From an optimization exercise on the open Yosys and OpenROAD flow, aimed at small area, a short achievable clock period and few clock cycles per item; shortcuts taken in it are not production practice.
Function was not checked in any run shown here: the RTL went through the layout flow alone.

## flow/design.v

```verilog
package mep_pkg;
    localparam int RADIUS_W = 5;
    localparam int FIELD_W  = 10;
    localparam int SQ_W     = 2 * RADIUS_W;
    localparam int K_W      = 17;
    localparam int T_W      = 16;
    localparam int COORD_BITS_DEFAULT = 11;
    localparam int CFG_IDX_W = 1;
    localparam logic [RADIUS_W-1:0] RADIUS_X_RESET = 5'd5;
    localparam logic [RADIUS_W-1:0] RADIUS_Y_RESET = 5'd2;
endpackage
import mep_pkg::*;
module midpoint_ellipse_points #(
    parameter int COORD_BITS = COORD_BITS_DEFAULT
) (
    input  logic                  clk,
    input  logic                  rst_n,
    input  logic                  cfg_we,
    input  logic [CFG_IDX_W-1:0]  cfg_index,
    input  logic [RADIUS_W-1:0]   cfg_data,
    input  logic                  in_valid,
    output logic                  in_ready,
    input  logic [FIELD_W-1:0]    center_x,
    input  logic [FIELD_W-1:0]    center_y,
    input  logic [FIELD_W-1:0]    shift_x,
    output logic                  out_valid,
    input  logic                  out_ready,
    output logic [COORD_BITS-1:0] x_right,
    output logic [COORD_BITS-1:0] x_left,
    output logic [COORD_BITS-1:0] y_upper,
    output logic [COORD_BITS-1:0] y_lower,
    output logic                  last_point
);
    logic [SQ_W-1:0]     a2_reg, b2_reg;
    logic [RADIUS_W-1:0] rb_reg;
    logic [SQ_W-1:0]     cfg_sq;
    function automatic logic [SQ_W-1:0] sq5(input logic [RADIUS_W-1:0] r);
        case (r)
            5'd0: sq5 = 10'd0;
            5'd1: sq5 = 10'd1;
            5'd2: sq5 = 10'd4;
            5'd3: sq5 = 10'd9;
            5'd4: sq5 = 10'd16;
            5'd5: sq5 = 10'd25;
            5'd6: sq5 = 10'd36;
            5'd7: sq5 = 10'd49;
            5'd8: sq5 = 10'd64;
            5'd9: sq5 = 10'd81;
            5'd10: sq5 = 10'd100;
            5'd11: sq5 = 10'd121;
            5'd12: sq5 = 10'd144;
            5'd13: sq5 = 10'd169;
            5'd14: sq5 = 10'd196;
            5'd15: sq5 = 10'd225;
            5'd16: sq5 = 10'd256;
            5'd17: sq5 = 10'd289;
            5'd18: sq5 = 10'd324;
            5'd19: sq5 = 10'd361;
            5'd20: sq5 = 10'd400;
            5'd21: sq5 = 10'd441;
            5'd22: sq5 = 10'd484;
            5'd23: sq5 = 10'd529;
            5'd24: sq5 = 10'd576;
            5'd25: sq5 = 10'd625;
            5'd26: sq5 = 10'd676;
            5'd27: sq5 = 10'd729;
            5'd28: sq5 = 10'd784;
            5'd29: sq5 = 10'd841;
            5'd30: sq5 = 10'd900;
            5'd31: sq5 = 10'd961;
            default: sq5 = '0;
        endcase
    endfunction
    assign cfg_sq = sq5(cfg_data);
    always_ff @(posedge clk or negedge rst_n)
    begin
        if (!rst_n)
        begin
            a2_reg <= SQ_W'(RADIUS_X_RESET * RADIUS_X_RESET);
            b2_reg <= SQ_W'(RADIUS_Y_RESET * RADIUS_Y_RESET);
            rb_reg <= RADIUS_Y_RESET;
        end
        else if (cfg_we)
        begin
            if (cfg_index == 1'b0)
            begin
                a2_reg <= cfg_sq;
            end
            else
            begin
                b2_reg <= cfg_sq;
                rb_reg <= cfg_data;
            end
        end
    end
    logic                  q_v, q_rdy;
    logic [2:0]            q_cnt;
    logic [FIELD_W-1:0]    q_cx, q_cy, q_sh;
    logic [SQ_W-1:0]       q_a2, q_b2;
    logic [RADIUS_W-1:0]   q_b;
    logic signed [T_W-1:0] q_t;
    logic [SQ_W+2:0]       q_k1;
    logic [SQ_W:0]         q_bf;
    logic                  q_v_n, in_ready_reg;
    logic                  load;
    assign q_rdy    = q_v && (q_cnt == 3'd5);
    assign q_v_n    = q_v ? !load : in_valid;
    assign in_ready = in_ready_reg;
    always_ff @(posedge clk or negedge rst_n)
    begin
        if (!rst_n)
        begin
            q_v          <= 1'b0;
            in_ready_reg <= 1'b1;
        end
        else
        begin
            q_v          <= q_v_n;
            in_ready_reg <= !q_v_n;
        end
    end
    always_ff @(posedge clk)
    begin
        if (!q_v)
        begin
            q_cx  <= center_x;
            q_cy  <= center_y;
            q_sh  <= shift_x;
            q_a2  <= a2_reg;
            q_b2  <= b2_reg;
            q_b   <= rb_reg;
            q_cnt <= 3'd0;
            q_t   <= '0;
        end
        else if (q_cnt != 3'd5)
        begin
            q_cnt <= q_cnt + 3'd1;
            q_b   <= {q_b[RADIUS_W-2:0], q_b[RADIUS_W-1]};
            q_t   <= (q_t <<< 1) - (q_b[RADIUS_W-1] ? T_W'(q_a2) : T_W'(0));
            q_k1  <= {q_a2, 1'b0} + {q_b2, 1'b0} + {3'b0, q_b2};
            q_bf  <= {1'b0, q_b2} + {3'b0, q_a2[SQ_W-1:2]};
        end
    end
    logic                       w_v, w_r2, w_sw1, w_sw2, w_ey0, w_pend;
    logic [RADIUS_W-1:0]        w_ex, w_ey;
    logic signed [FIELD_W+1:0]  w_cxs;
    logic [FIELD_W-1:0]         w_cy;
    logic signed [K_W-1:0]      w_k, w_p, w_q, w_g;
    logic [SQ_W-1:0]            w_a2, w_b2;
    logic [SQ_W:0]              w_s;
    logic signed [SQ_W:0]       w_c;
    logic o_v;
    logic out_en, cont1, last_a, last, emit, step, adv, step_s, sw, b_mode;
    assign sw     = w_sw1 || w_sw2;
    assign b_mode = w_r2 && !w_pend;
    assign cont1  = w_g[K_W-1];
    assign last_a = w_ey0 && (w_r2 || !cont1);
    assign last   = b_mode ? (w_ey == 5'd1) : last_a;
    assign out_en = !o_v || out_ready;
    assign emit   = w_v && !w_sw2 && out_en;
    assign step   = emit && !w_sw1 && (w_r2 ? b_mode : 1'b1) && !last;
    assign adv    = step || sw;
    assign load   = q_rdy && (!w_v || (emit && last));
    assign step_s = w_k[K_W-1] ^ w_r2;
    logic signed [K_W-1:0] a2_k, b2_k, s2_k, inc_p;
    logic signed [K_W-1:0] k_a, k_b, p_a, q_a, q_b2s, g_a, g_b;
    logic signed [K_W-1:0] k_n, p_n, q_n, g_n;
    assign a2_k  = K_W'(w_a2);
    assign b2_k  = K_W'(w_b2);
    assign s2_k  = K_W'(w_s) <<< 1;
    assign inc_p = w_r2 ? a2_k <<< 1 : b2_k <<< 1;
    assign k_a   = w_k + w_p;
    assign k_b   = w_k + (w_sw1 ? (w_q >>> 1) : w_q);
    assign p_a   = (w_sw1 ? K_W'(w_c) : (w_sw2 ? w_g : w_p))
                 + (w_sw1 ? ~w_p : (w_sw2 ? a2_k : inc_p)) + K_W'(w_sw1);
    assign q_a   = w_q + (w_sw1 ? ~b2_k : (w_sw2 ? a2_k : inc_p)) + K_W'(w_sw1);
    assign q_b2s = w_q + s2_k;
    assign g_a   = (w_sw1 ? w_q : w_g) + (w_sw1 ? ~w_p : b2_k) + K_W'(w_sw1);
    assign g_b   = w_g + K_W'(w_s);
    assign k_n = w_sw1 ? k_b : (w_sw2 ? k_a : (step_s ? k_a : k_b));
    assign p_n = p_a;
    assign q_n = (sw || step_s) ? q_a : q_b2s;
    assign g_n = (w_sw1 || step_s) ? g_a : g_b;
    logic [RADIUS_W-1:0] ex_n, ey_n;
    logic                ey_dec;
    assign ey_dec = w_r2 || !step_s;
    assign ex_n   = (!w_r2 || !step_s) ? w_ex + 1'b1 : w_ex;
    assign ey_n   = ey_dec ? w_ey - 1'b1 : w_ey;
    logic signed [K_W-1:0] qa2_k, qb2_k, qt_k;
    assign qa2_k = K_W'(q_a2);
    assign qb2_k = K_W'(q_b2);
    assign qt_k  = K_W'(q_t);
    always_ff @(posedge clk or negedge rst_n)
    begin
        if (!rst_n)
        begin
            w_v   <= 1'b0;
            w_sw1 <= 1'b0;
            w_sw2 <= 1'b0;
        end
        else
        begin
            if (load)              w_v <= 1'b1;
            else if (emit && last) w_v <= 1'b0;
            if (load)
                w_sw1 <= (q_t == '0) && (q_b != '0);
            else if (step)
                w_sw1 <= !w_r2 && !g_n[K_W-1] && (ey_n != '0);
            else
                w_sw1 <= 1'b0;
            w_sw2 <= w_sw1;
        end
    end
    always_ff @(posedge clk)
    begin
        if (!load && emit && w_r2 && w_pend)
        begin
            w_pend <= 1'b0;
        end
        if (load)
        begin
            w_r2  <= 1'b0;
            w_ex  <= '0;
            w_ey  <= q_b;
            w_ey0 <= (q_b == '0);
            w_cxs <= {{2{q_cx[FIELD_W-1]}}, q_cx} + {2'b00, q_sh};
            w_cy  <= q_cy;
            w_a2  <= q_a2;
            w_b2  <= q_b2;
            w_s   <= {1'b0, q_a2} + {1'b0, q_b2};
            w_g   <= qt_k;
            w_c   <= (SQ_W+1)'(3 * (q_b2 >> 2)) - (SQ_W+1)'(q_a2 >> 2)
                     + (SQ_W+1)'({q_b2[0], 1'b0}) - (SQ_W+1)'(1);
            w_k   <= K_W'(q_bf) + qt_k;
            w_p   <= (qb2_k <<< 1) + qb2_k;
            w_q   <= K_W'(q_k1) + (qt_k <<< 1);
        end
        else if (adv)
        begin
            if (w_sw1) w_pend <= !emit;
            w_k <= k_n;
            w_p <= p_n;
            w_q <= q_n;
            w_g <= g_n;
            if (w_sw2) w_r2 <= 1'b1;
            if (step)
            begin
                w_ex  <= ex_n;
                w_ey  <= ey_n;
                w_ey0 <= (ey_n == '0);
            end
        end
    end
    logic signed [FIELD_W+1:0] xr_s, xl_s;
    logic [COORD_BITS-1:0]     x_right_reg, x_left_reg, y_upper_reg, y_lower_reg;
    logic                      last_point_reg;
    logic dx_o, dy_o;
    assign dx_o = b_mode && !step_s;
    assign dy_o = b_mode;
    assign xr_s = w_cxs + {7'b0, w_ex} + {11'b0, dx_o};
    assign xl_s = w_cxs - {7'b0, w_ex} - {11'b0, dx_o};
    function automatic logic [COORD_BITS-1:0] sat_hi(input logic signed [FIELD_W+1:0] v);
        if (!v[FIELD_W+1] && v[FIELD_W]) sat_hi = {1'b0, {(COORD_BITS-1){1'b1}}};
        else                             sat_hi = v[COORD_BITS-1:0];
    endfunction
    always_ff @(posedge clk or negedge rst_n)
    begin
        if (!rst_n)
        begin
            o_v <= 1'b0;
        end
        else
        begin
            o_v <= emit || (o_v && !out_ready);
        end
    end
    always_ff @(posedge clk)
    begin
        if (emit)
        begin
            x_right_reg    <= sat_hi(xr_s);
            x_left_reg     <= sat_hi(xl_s);
            y_upper_reg    <= {w_cy[FIELD_W-1], w_cy} + {6'b0, w_ey} - {10'b0, dy_o};
            y_lower_reg    <= {w_cy[FIELD_W-1], w_cy} - {6'b0, w_ey} + {10'b0, dy_o};
            last_point_reg <= last;
        end
    end
    assign out_valid  = o_v;
    assign x_right    = x_right_reg;
    assign x_left     = x_left_reg;
    assign y_upper    = y_upper_reg;
    assign y_lower    = y_lower_reg;
    assign last_point = last_point_reg;
endmodule
```

## flow/constraint.sdc

```tcl
create_clock -name core_clock -period 9.0 [get_ports {clk}]
set_input_delay 1.8000 -clock core_clock [delete_from_list [all_inputs] [get_ports {clk}]]
set_output_delay 1.8000 -clock core_clock [all_outputs]
set_load 0.01 [all_outputs]
```

## flow/standard.sh

```bash
#!/bin/bash
# synth_recipe.tcl (not shown) runs the flow's synth.tcl, then flattens the netlist and writes it again
# the make line also repeats each setting of config.mk as NAME=value (left out here)
make -C /OpenROAD-flow-scripts/flow DESIGN_CONFIG=/design/flow/config.mk WORK_HOME=/design/flow/orfs CLKGATE_MAP_FILE= SYNTH_SCRIPT=/design/flow/synth_recipe.tcl "${@:-finish}"
```

## flow/config.mk

```make
export PLATFORM = sky130hd
export DESIGN_NAME = midpoint_ellipse_points
export DESIGN_NICKNAME = midpoint_ellipse_points
export VERILOG_FILES = /design/flow/design.v
export SDC_FILE = /design/flow/constraint.sdc
export NUM_CORES = 4
export LEC_CHECK = 0
export CAP_MARGIN = 20
export CORE_MARGIN = 2
export CORE_UTILIZATION = 40
export SLEW_MARGIN = 20
```

## flow/flow/run.sh

```bash
#!/bin/bash
# The standard layout, with plain buffers on the ports instead of the delay cells
# buffer_ports picks by default, and timing repair aimed at a 3.3 ns period.
set -euo pipefail
export BUFFER_PORTS_ARGS="-buffer_cell sky130_fd_sc_hd__buf_2"
bash standard.sh SETUP_SLACK_MARGIN=5.7 finish > standard_flow.log 2>&1
```

==> results of run 1 <==
[worst max-delay path by stage]
stage          startpoint  cells past startpoint      to
2_1_floorplan   out_ready                      9  w_q[0]
6_report            w_sw1                     12   w_sw1
4_1_cts             w_sw1                     12   w_sw1
3_3_place_gp    out_ready                     10  w_p[4]
3_5_place_dp    out_ready                     10  w_p[4]
5_1_grt             w_sw1                     12   w_sw1
[metal layers]
layer | track usage (%) | wire length, microns | up-vias
met1 | 31.65 | 29740 | 8680
li1 | - | - | 8637
met5 | 0 | 0 | -
met4 | 5.892 | 1570 | 0
met2 | 34.98 | 29550 | 562
met3 | 3.020 | 4454 | 94
[Yosys cell counts (all sizes together), types with 40 or more instances]
library cell  count  share of area (%)
ha              236                 13
clkbuf           51               0.85
inv             188                3.1
a21o             52                1.8
xnor2           129                5.0
nand2           196                3.3
nor3             41               0.94
xor2             76                3.0
mux2i            40                1.8
o21ai           203                4.5
a21oi           169                3.8
edfxtp          258                 35
nor2            176                2.9
[placed cells by master, fill, tap and decap left out, types with 24 or more instances in the layout]
cell and instances:
a21o_1 50, a21oi_1 139, a21oi_2 25, buf_2 87, buf_4 90, clkbuf_16 43, dfxtp_1 24, edfxtp_1 258
fa_1 27, ha_1 229, inv_1 177, mux2i_1 40, nand2_1 181, nand2b_1 28, nand3_1 31, nor2_1 170
nor3_1 37, o21ai_0 152, o21ai_1 29, o21bai_1 30, xnor2_1 128, xor2_1 75
[cells by family after synthesis]
kind of cell	synth area share (%)
AO/OA/AOI/OAI	17.57
AND/OR/NAND/NOR	11.29
flip-flops	39.98
adder cells (fa/ha/maj)	16.36
buffers and inverters	4.258
XOR/XNOR	7.998
multiplexers	2.536
[metrics by stage]
step / setup slack [ns] / area [sq um] / utilization [%] / hold WS (ns)
2_1_floorplan: 4.555 / 22780 / - / 0.4003
3_3_place_gp: 3.812 / 23870 / 43.15 / 0.4039
3_5_place_dp: 3.761 / 23870 / 43.15 / 0.4062
4_1_cts: 5.309 / 26330 / 47.60 / 0.4178
5_1_grt: 5.160 / 27020 / 48.86 / 0.4244
6_report: 5.232 / 27020 / 48.86 / 0.4157
[layout make-up]
cell class | count | area, sq um | share of cell area [%]
Multi-Input combinational cell | 1730 | 13300 | 49.22
Clock inverter | 20 | 276.5 | 1.023
Inverter | 190 | 768.2 | 2.843
Sequential cell | 312 | 8985 | 33.25
Timing Repair inverter | 2 | 17.52 | 0.06483
Timing Repair Buffer | 203 | 1662 | 6.149
Clock buffer | 50 | 1077 | 3.987
Tap cell | 748 | 935.9 | 3.464
[repair_timing]
action                     in CTS  in global routing
hold buffers                    0                  0
setup endpoints to repair     236                 86
pin swaps                      48                 53
resized for setup             125                 81
setup buffers                  57                 35
gates cloned                    9                  5
==> summary.md, run 1 <==
| Metric | Value |
|---|---|
| Post-Place Cells | 3078 |
| Routed wire length | 65310 microns |
| Worst r2r src | w_sw1 |
| R2R depth | 12 |
| I/O Pins | 88 |
| PortBufs | 87 |
| Die area | 58030 sq um |
| DRC Markers | 0 |
| Worst Path Arrival | 4.19 ns |
| Share of cells above drive strength 1 | 18.23% |
| Clock Skews | 0.02812 ns |
| Most used cell, CP | fa_2 |
| Total GRT Usage | 22.08% |
| # fillers | 5069 |
| Cell Area, Synth | 22450 sq um |
| Clock sink count | 312 |
| Crit-path cells | mux2_2 > fa_2 > fa_2 > a21oi_4 > o21ai_2 > a32oi_2 > a31oi_2 > a211o_1 > a21o_1 > xnor2_1 > mux2i_1 > o41ai_2 |
| Vias per cell | 5.522 |
| Hold path depth | 0 |
| Wire per inst | 20.06 microns |
| RSZ-0062 raised after global routing | yes |
| First-pass iteration count of the detailed router | 6 |
| CTS clk-pin slew, worst paths | 0.06 ns |
| #FFs+latches synth | 312 |
| Hold endpoint | w_cy[2] |
| Max-cap violation count | 0 |
| Rel. slew slack | 27.72% |
| Post-DP HPWL | 46270 microns |
| Status | no timing/DRC/antenna violations |
| Startpoint Class | register |
| Final net count | 2790 |
| Core area | 55310 sq um |
| CP max-delay cell | o41ai_2 |
| Area growth syn-to-layout | 20.37% |
| Via count | 17.97k |
| Clock buffer depth | 3 |
| Period minus WS final | 3.768 ns |
| Cell Rows | 86 |
| Reg2reg end | w_sw1 |
| Tcrit/Tclk final | 41.86% |
| Top FF cell, synth | edfxtp_1 |
| Largest net degree at the start of global routing | 69 |
| CTS tree | yes |
| Fin cells | 3255 |
| Top delay family on crit path | compound AO/OA/AOI/OAI gates |
| Placer Congestion | 0.9163 |
| Netlist cell types | 82 |
| Worst-margin pin slew | 1.081 ns |
| EDFF count, synth | 258 |
| Synthesized Nets | 2607 |
| Ant. Diodes | 0 |
| Die Y | 240.9 microns |
| Final hold viol count | 0 |
| CP required | 9.42 ns |
| Seq/Total Area, Yosys | 39.98% |
| Worst-Skew Late Latency | 0.57 ns |
| Final Slew Violations | 0 |
| Fmax achieved | 0.2654 GHz |
| ANT nets after route | 0 |
| Total Neg Setup Slack | 0 ns |
| CP Buf/Inv Count | 0 |
| Die width | 240.9 microns |
| Initial Utilization | 40.59% |
| H-tree depth | 2 |
| Worst hold start | q_cy[2] |
| Synth Warn # | 1 |
| TritonCTS Buffers | 38 |
| Initial antenna violation count | 0 |
| Overflow after GRT | 0 |
| Worst hold path class | reg2reg |
| Syn Inst Count | 2294 |
| Asr flop ratio synth | 8.974% |
| CP Class | reg2reg |
| Crit path max fanout | 6 |
| Root Buffer | clkbuf_16 |
| DR iter-0 viols | 1928 |
| Reg2Reg Setup Slack | 5.23 ns |
| Vias in the first global route | 17.37k |
| First-pass GRT wire length | 98140 microns |
| Avg Cell Area, Syn | 9.786 sq um |
| Setup crit end kind | register |
| # setup viols final | 0 |
| Worst path max stage delay | 0.51 ns |
==> run 2, diff against run 1 <==
--- a/flow/design.v
+++ b/flow/design.v
@@ -143,6 +143,6 @@
     end
-    logic                       w_v, w_r2, w_sw1, w_sw2, w_ey0, w_pend;
-    logic [RADIUS_W-1:0]        w_ex, w_ey;
-    logic signed [FIELD_W+1:0]  w_cxs;
-    logic [FIELD_W-1:0]         w_cy;
+    logic                       w_v, w_r2, w_sw1, w_sw2, w_ey0;
+    logic [RADIUS_W-1:0]        w_ey;
+    logic signed [FIELD_W+1:0]  w_xr, w_xl;
+    logic signed [FIELD_W:0]    w_yu, w_yl;
     logic signed [K_W-1:0]      w_k, w_p, w_q, w_g;
@@ -151,14 +151,10 @@
     logic signed [SQ_W:0]       w_c;
-    logic o_v;
-    logic out_en, cont1, last_a, last, emit, step, adv, step_s, sw, b_mode;
+    logic cont1, last, hs, step, adv, step_s, sw;
     assign sw     = w_sw1 || w_sw2;
-    assign b_mode = w_r2 && !w_pend;
     assign cont1  = w_g[K_W-1];
-    assign last_a = w_ey0 && (w_r2 || !cont1);
-    assign last   = b_mode ? (w_ey == 5'd1) : last_a;
-    assign out_en = !o_v || out_ready;
-    assign emit   = w_v && !w_sw2 && out_en;
-    assign step   = emit && !w_sw1 && (w_r2 ? b_mode : 1'b1) && !last;
+    assign last   = w_ey0 && (w_r2 || !cont1);
+    assign hs     = out_valid && out_ready;
+    assign step   = hs && !last;
     assign adv    = step || sw;
-    assign load   = q_rdy && (!w_v || (emit && last));
+    assign load   = q_rdy && (!w_v || (hs && last));
     assign step_s = w_k[K_W-1] ^ w_r2;
@@ -183,6 +179,6 @@
     assign g_n = (w_sw1 || step_s) ? g_a : g_b;
-    logic [RADIUS_W-1:0] ex_n, ey_n;
-    logic                ey_dec;
+    logic [RADIUS_W-1:0] ey_n;
+    logic                ex_inc, ey_dec;
+    assign ex_inc = !w_r2 || !step_s;
     assign ey_dec = w_r2 || !step_s;
-    assign ex_n   = (!w_r2 || !step_s) ? w_ex + 1'b1 : w_ex;
     assign ey_n   = ey_dec ? w_ey - 1'b1 : w_ey;
@@ -203,3 +199,3 @@
             if (load)              w_v <= 1'b1;
-            else if (emit && last) w_v <= 1'b0;
+            else if (hs && last)   w_v <= 1'b0;
             if (load)
@@ -215,6 +211,2 @@
     begin
-        if (!load && emit && w_r2 && w_pend)
-        begin
-            w_pend <= 1'b0;
-        end
         if (load)
@@ -222,7 +214,8 @@
             w_r2  <= 1'b0;
-            w_ex  <= '0;
             w_ey  <= q_b;
             w_ey0 <= (q_b == '0);
-            w_cxs <= {{2{q_cx[FIELD_W-1]}}, q_cx} + {2'b00, q_sh};
-            w_cy  <= q_cy;
+            w_xr  <= {{2{q_cx[FIELD_W-1]}}, q_cx} + {2'b00, q_sh};
+            w_xl  <= {{2{q_cx[FIELD_W-1]}}, q_cx} + {2'b00, q_sh};
+            w_yu  <= {q_cy[FIELD_W-1], q_cy} + {6'b0, q_b};
+            w_yl  <= {q_cy[FIELD_W-1], q_cy} - {6'b0, q_b};
             w_a2  <= q_a2;
@@ -239,3 +232,2 @@
         begin
-            if (w_sw1) w_pend <= !emit;
             w_k <= k_n;
@@ -247,5 +239,14 @@
             begin
-                w_ex  <= ex_n;
                 w_ey  <= ey_n;
                 w_ey0 <= (ey_n == '0);
+                if (ex_inc)
+                begin
+                    w_xr <= w_xr + 1'b1;
+                    w_xl <= w_xl - 1'b1;
+                end
+                if (ey_dec)
+                begin
+                    w_yu <= w_yu - 1'b1;
+                    w_yl <= w_yl + 1'b1;
+                end
             end
@@ -253,10 +254,2 @@
     end
-    logic signed [FIELD_W+1:0] xr_s, xl_s;
-    logic [COORD_BITS-1:0]     x_right_reg, x_left_reg, y_upper_reg, y_lower_reg;
-    logic                      last_point_reg;
-    logic dx_o, dy_o;
-    assign dx_o = b_mode && !step_s;
-    assign dy_o = b_mode;
-    assign xr_s = w_cxs + {7'b0, w_ex} + {11'b0, dx_o};
-    assign xl_s = w_cxs - {7'b0, w_ex} - {11'b0, dx_o};
     function automatic logic [COORD_BITS-1:0] sat_hi(input logic signed [FIELD_W+1:0] v);
@@ -265,30 +258,8 @@
     endfunction
-    always_ff @(posedge clk or negedge rst_n)
-    begin
-        if (!rst_n)
-        begin
-            o_v <= 1'b0;
-        end
-        else
-        begin
-            o_v <= emit || (o_v && !out_ready);
-        end
-    end
-    always_ff @(posedge clk)
-    begin
-        if (emit)
-        begin
-            x_right_reg    <= sat_hi(xr_s);
-            x_left_reg     <= sat_hi(xl_s);
-            y_upper_reg    <= {w_cy[FIELD_W-1], w_cy} + {6'b0, w_ey} - {10'b0, dy_o};
-            y_lower_reg    <= {w_cy[FIELD_W-1], w_cy} - {6'b0, w_ey} + {10'b0, dy_o};
-            last_point_reg <= last;
-        end
-    end
-    assign out_valid  = o_v;
-    assign x_right    = x_right_reg;
-    assign x_left     = x_left_reg;
-    assign y_upper    = y_upper_reg;
-    assign y_lower    = y_lower_reg;
-    assign last_point = last_point_reg;
+    assign out_valid  = w_v && !sw;
+    assign x_right    = sat_hi(w_xr);
+    assign x_left     = sat_hi(w_xl);
+    assign y_upper    = w_yu;
+    assign y_lower    = w_yl;
+    assign last_point = last;
 endmodule
==> flow/flow/run.sh (replaced) <==
#!/bin/bash
# The standard layout, with plain buffers on the ports instead of the delay cells
# buffer_ports picks by default, and timing repair aimed at a 3.4 ns period.
set -euo pipefail
export BUFFER_PORTS_ARGS="-buffer_cell sky130_fd_sc_hd__buf_2"
bash standard.sh SETUP_SLACK_MARGIN=5.6 finish > standard_flow.log 2>&1
==> summary.md, run 2 <==
| Metric | Value |
|---|---|
| CP max-delay cell | dfrtp_4 (was o41ai_2) |
| Setup crit end kind | register (unchanged) |
| Final core utilization | 46.77% (was 48.86%) |
| Final Instance Area | 25070 sq um (was 27020 sq um) |
| Fmax achieved | 0.2750 GHz (was 0.2654 GHz) |
| H-tree depth | 2 (unchanged) |
| Initial antenna violation count | 1 (was 0) |
| Post-Place Cells | 3006 (was 3078) |
| #FFs+latches synth | 284 (was 312) |
| Initial Utilization | 40.34% (was 40.59%) |
| Fin cells | 3132 (was 3255) |
| Synth Warn # | 1 (unchanged) |
| Vias in the first global route | 17.17k (was 17.37k) |
| TritonCTS Buffers | 36 (was 38) |
| Die area | 55930 sq um (was 58030 sq um) |
| CTS tree | yes (unchanged) |
| Top delay family on crit path | compound AO/OA/AOI/OAI gates (unchanged) |
| DRC Markers | 0 (unchanged) |
| Wire per inst | 20.01 microns (was 20.06 microns) |
| Area growth syn-to-layout | 15.95% (was 20.37%) |
| Most common cell after layout, fill and taps aside | edfxtp_1 (unchanged) |
| Crit path max fanout | 6 (unchanged) |
| Placer Congestion | 0.8758 (was 0.9163) |
| Worst hold path class | reg2reg (unchanged) |
| Avg Cell Area, Syn | 9.458 sq um (was 9.786 sq um) |
| Post-synth top area share | 32.92% (was 34.51%) |
| Rel. slew slack | 32.39% (was 27.72%) |
| Synth area leader | edfxtp_1 (unchanged) |
| Post-DP Area | 22800 sq um (was 23870 sq um) |
| Overflow after GRT | 0 (unchanged) |
| Worst path max stage delay | 0.55 ns (was 0.51 ns) |
| CP Class | reg2reg (unchanged) |
| Netlist cell types | 81 (was 82) |
| CTS Hold Bufs | 0 (unchanged) |
| Final net count | 2694 (was 2790) |
| Core area | 53600 sq um (was 55310 sq um) |
| EDFF count, synth | 237 (was 258) |
| Asr flop ratio synth | 9.507% (was 8.974%) |
| DR iter-0 viols | 1359 (was 1928) |
| Cell Rows | 85 (was 86) |
| Synth top area cells | edfxtp_1, ha_1, xnor2_1 (unchanged) |
| CP required | 9.31 ns (was 9.42 ns) |
| Top post-synthesis cells by count | edfxtp_1, ha_1, nand2_1, o21ai_0, a21oi_1 (was edfxtp_1, ha_1, o21ai_0, nand2_1, inv_1) |
| Root Buffer | clkbuf_16 (unchanged) |
| Via count | 17.47k (was 17.97k) |
| Die Y | 236.5 microns (was 240.9 microns) |
| First-pass GRT wire length | 95230 microns (was 98140 microns) |
| Vias per cell | 5.577 (was 5.522) |
| Syn Inst Count | 2286 (was 2294) |
| Total GRT Usage | 21.71% (was 22.08%) |
| Area of the multi-input gates | 13060 sq um (was 13300 sq um) |
| Area occupied by registers | 8217 sq um (was 8985 sq um) |
| CTS clk-pin slew, worst paths | 0.06 ns (about the same) |
| Worst Path Arrival | 3.95 ns (was 4.19 ns) |
| Worst-margin pin slew | 1.013 ns (was 1.081 ns) |
| Cell Area, Synth | 21620 sq um (was 22450 sq um) |
| Total Neg Setup Slack | 0 ns (unchanged) |
| Clock Skews | 0.02539 ns (was 0.02812 ns) |
| Tcrit/Tclk final | 40.40% (was 41.86%) |
| Die width | 236.5 microns (was 240.9 microns) |
| Share of cells above drive strength 1 | 14.16% (was 18.23%) |
| Ant. Diodes | 0 (unchanged) |
| I/O Pins | 88 (unchanged) |
| Commonest cells after routing, fill and taps aside | edfxtp_1, ha_1, nand2_1 (unchanged) |
| PortBufs | 87 (unchanged) |
| Period minus WS final | 3.636 ns (was 3.768 ns) |
| Worst-Skew Late Latency | 0.56 ns (was 0.57 ns) |
| Post-DP HPWL | 45280 microns (was 46270 microns) |
| Max-cap violation count | 0 (unchanged) |
| Top FF cell, synth | edfxtp_1 (unchanged) |
| Clock buffer depth | 3 (unchanged) |
| Crit-path cells | buf_12 > mux2_4 > fa_2 > fa_2 > a211oi_2 > o21bai_2 > a221o_1 > nand4_1 > a21boi_1 > o21ai_2 > a21oi_2 > o31ai_2 > o21ai_1 (was mux2_2 > fa_2 > fa_2 > a21oi_4 > o21ai_2 > a32oi_2 > a31oi_2 > a211o_1 > a21o_1 > xnor2_1 > mux2i_1 > o41ai_2) |
| RSZ-0062 raised after global routing | yes (unchanged) |
| Most used cell, CP | fa_2 (unchanged) |
| Startpoint Class | register (unchanged) |
| First-pass iteration count of the detailed router | 5 (was 6) |
| CP Buf/Inv Count | 1 (was 0) |
| # setup viols final | 0 (unchanged) |
| Most frequent cell after synthesis | edfxtp_1 (unchanged) |
| Seq/Total Area, Yosys | 37.93% (was 39.98%) |
| Synthesized Nets | 2570 (was 2607) |
| Clock sink count | 284 (was 312) |
| Status | no timing/DRC/antenna violations (unchanged) |
| Final hold viol count | 0 (unchanged) |
| Largest net degree at the start of global routing | 75 (was 69) |
| Final Slew Violations | 0 (unchanged) |
| Routed wire length | 62680 microns (was 65310 microns) |
| ANT nets after route | 0 (unchanged) |
| # fillers | 5097 (was 5069) |
## run 2: timing repair
| action | 4_1_cts | 5_1_grt |
|---|---|---|
| gates cloned | 3 | 4 |
| resized for setup | 50 | 83 |
| pin swaps | 17 | 48 |
| setup buffers | 22 | 33 |
| endpoints found under the setup margin | 220 | 99 |
## run 2: metrics by stage
step | setup WS (ns) | hold WS, ns
floorplan | 5.505 | 0.4194
global placement | 4.217 | 0.4291
detailed placement | 4.096 | 0.4341
CTS | 5.347 | 0.4470
global route | 5.258 | 0.4582
finish | 5.364 | 0.4465
## run 2: routing by layer
metal,vias up,track usage [%],wire length [microns]
met1,8406,29.80,28170
met3,106,3.742,4136
met2,487,34.96,28660
met4,2,6.770,1706
met5,-,0,9
li1,8466,-,-
## run 2: worst paths after layout
check                      depth (start not counted)      end  startpoint  slack [ns]
max                                               13  w_g[16]       w_sw1        5.36
min                                                0  q_a2[2]   a2_reg[2]        0.45
max reg2reg                                       13  w_g[16]       w_sw1        5.36
min reg2reg                                        0  q_a2[2]   a2_reg[2]        0.45
max in group asynchronous                          1    w_sw1       rst_n        7.16
min in group asynchronous                          1    w_sw1       rst_n        1.31
## run 2: cell families (layout without fill, tap and decap cells)
kind of cell | after synthesis | after routing | share of synthesized area, %
AO/OA/AOI/OAI | 639 | 639 | 18.23
AND/OR/NAND/NOR | 625 | 627 | 13.40
flip-flops | 284 | 284 | 37.93
adder cells (fa/ha/maj) | 243 | 243 | 15.17
buffers and inverters | 225 | 373 | 3.964
XOR/XNOR | 221 | 221 | 8.953
multiplexers | 49 | 49 | 2.350
## run 2: layout make-up
type                    instances  area share (%)
multi-input cells            1779           52.10
flip-flops and latches        284           32.78
repair buffers                155           4.412
clock buffers                  54           4.312
well taps                     696           3.474
inverters                     152           2.421
clock inverters                10          0.4342
repair inverters                2         0.06987
## run 2: worst reg2reg max path, cell delays in order (launching register included)
cell and delay (ns):
dfrtp_4 0.55, buf_12 0.17, mux2_4 0.30, fa_2 0.37, fa_2 0.36, a211oi_2 0.25
o21bai_2 0.13, a221o_1 0.41, nand4_1 0.14, a21boi_1 0.09, o21ai_2 0.17, a21oi_2 0.08
o31ai_2 0.26, o21ai_1 0.09

## port drivers added, routing unchanged
How much do the figures lean on ideal ports? The routed layouts below were timed once more, with nothing changed but the port constraints.
Step 1, drivers: a clkbuf_16 drives clk and a buf_2 each remaining input, both assumed.
Step 2 moves the port delays by t, midway between the first and last clock arrival at a register: inputs arrive t later, outputs are due t later. That takes back most of the time a late clock gives input paths.
Slacks: ideal / step 1 / step 2; pairs: ideal / step 1.
run | t, ns | slack for setup (ns) | worst data-port slew with drivers (ns)
run 1 | 0.615 | 5.232 / 5.232 / 5.213 | 0.05
run 2 | 0.606 | 5.364 / 5.347 / 4.957 | 0.05
After both steps setup and hold are still met in every run listed. For run 2, which loses most, drivers alone change the setup slack by -0.017 ns; drivers and shift together by -0.407 ns.
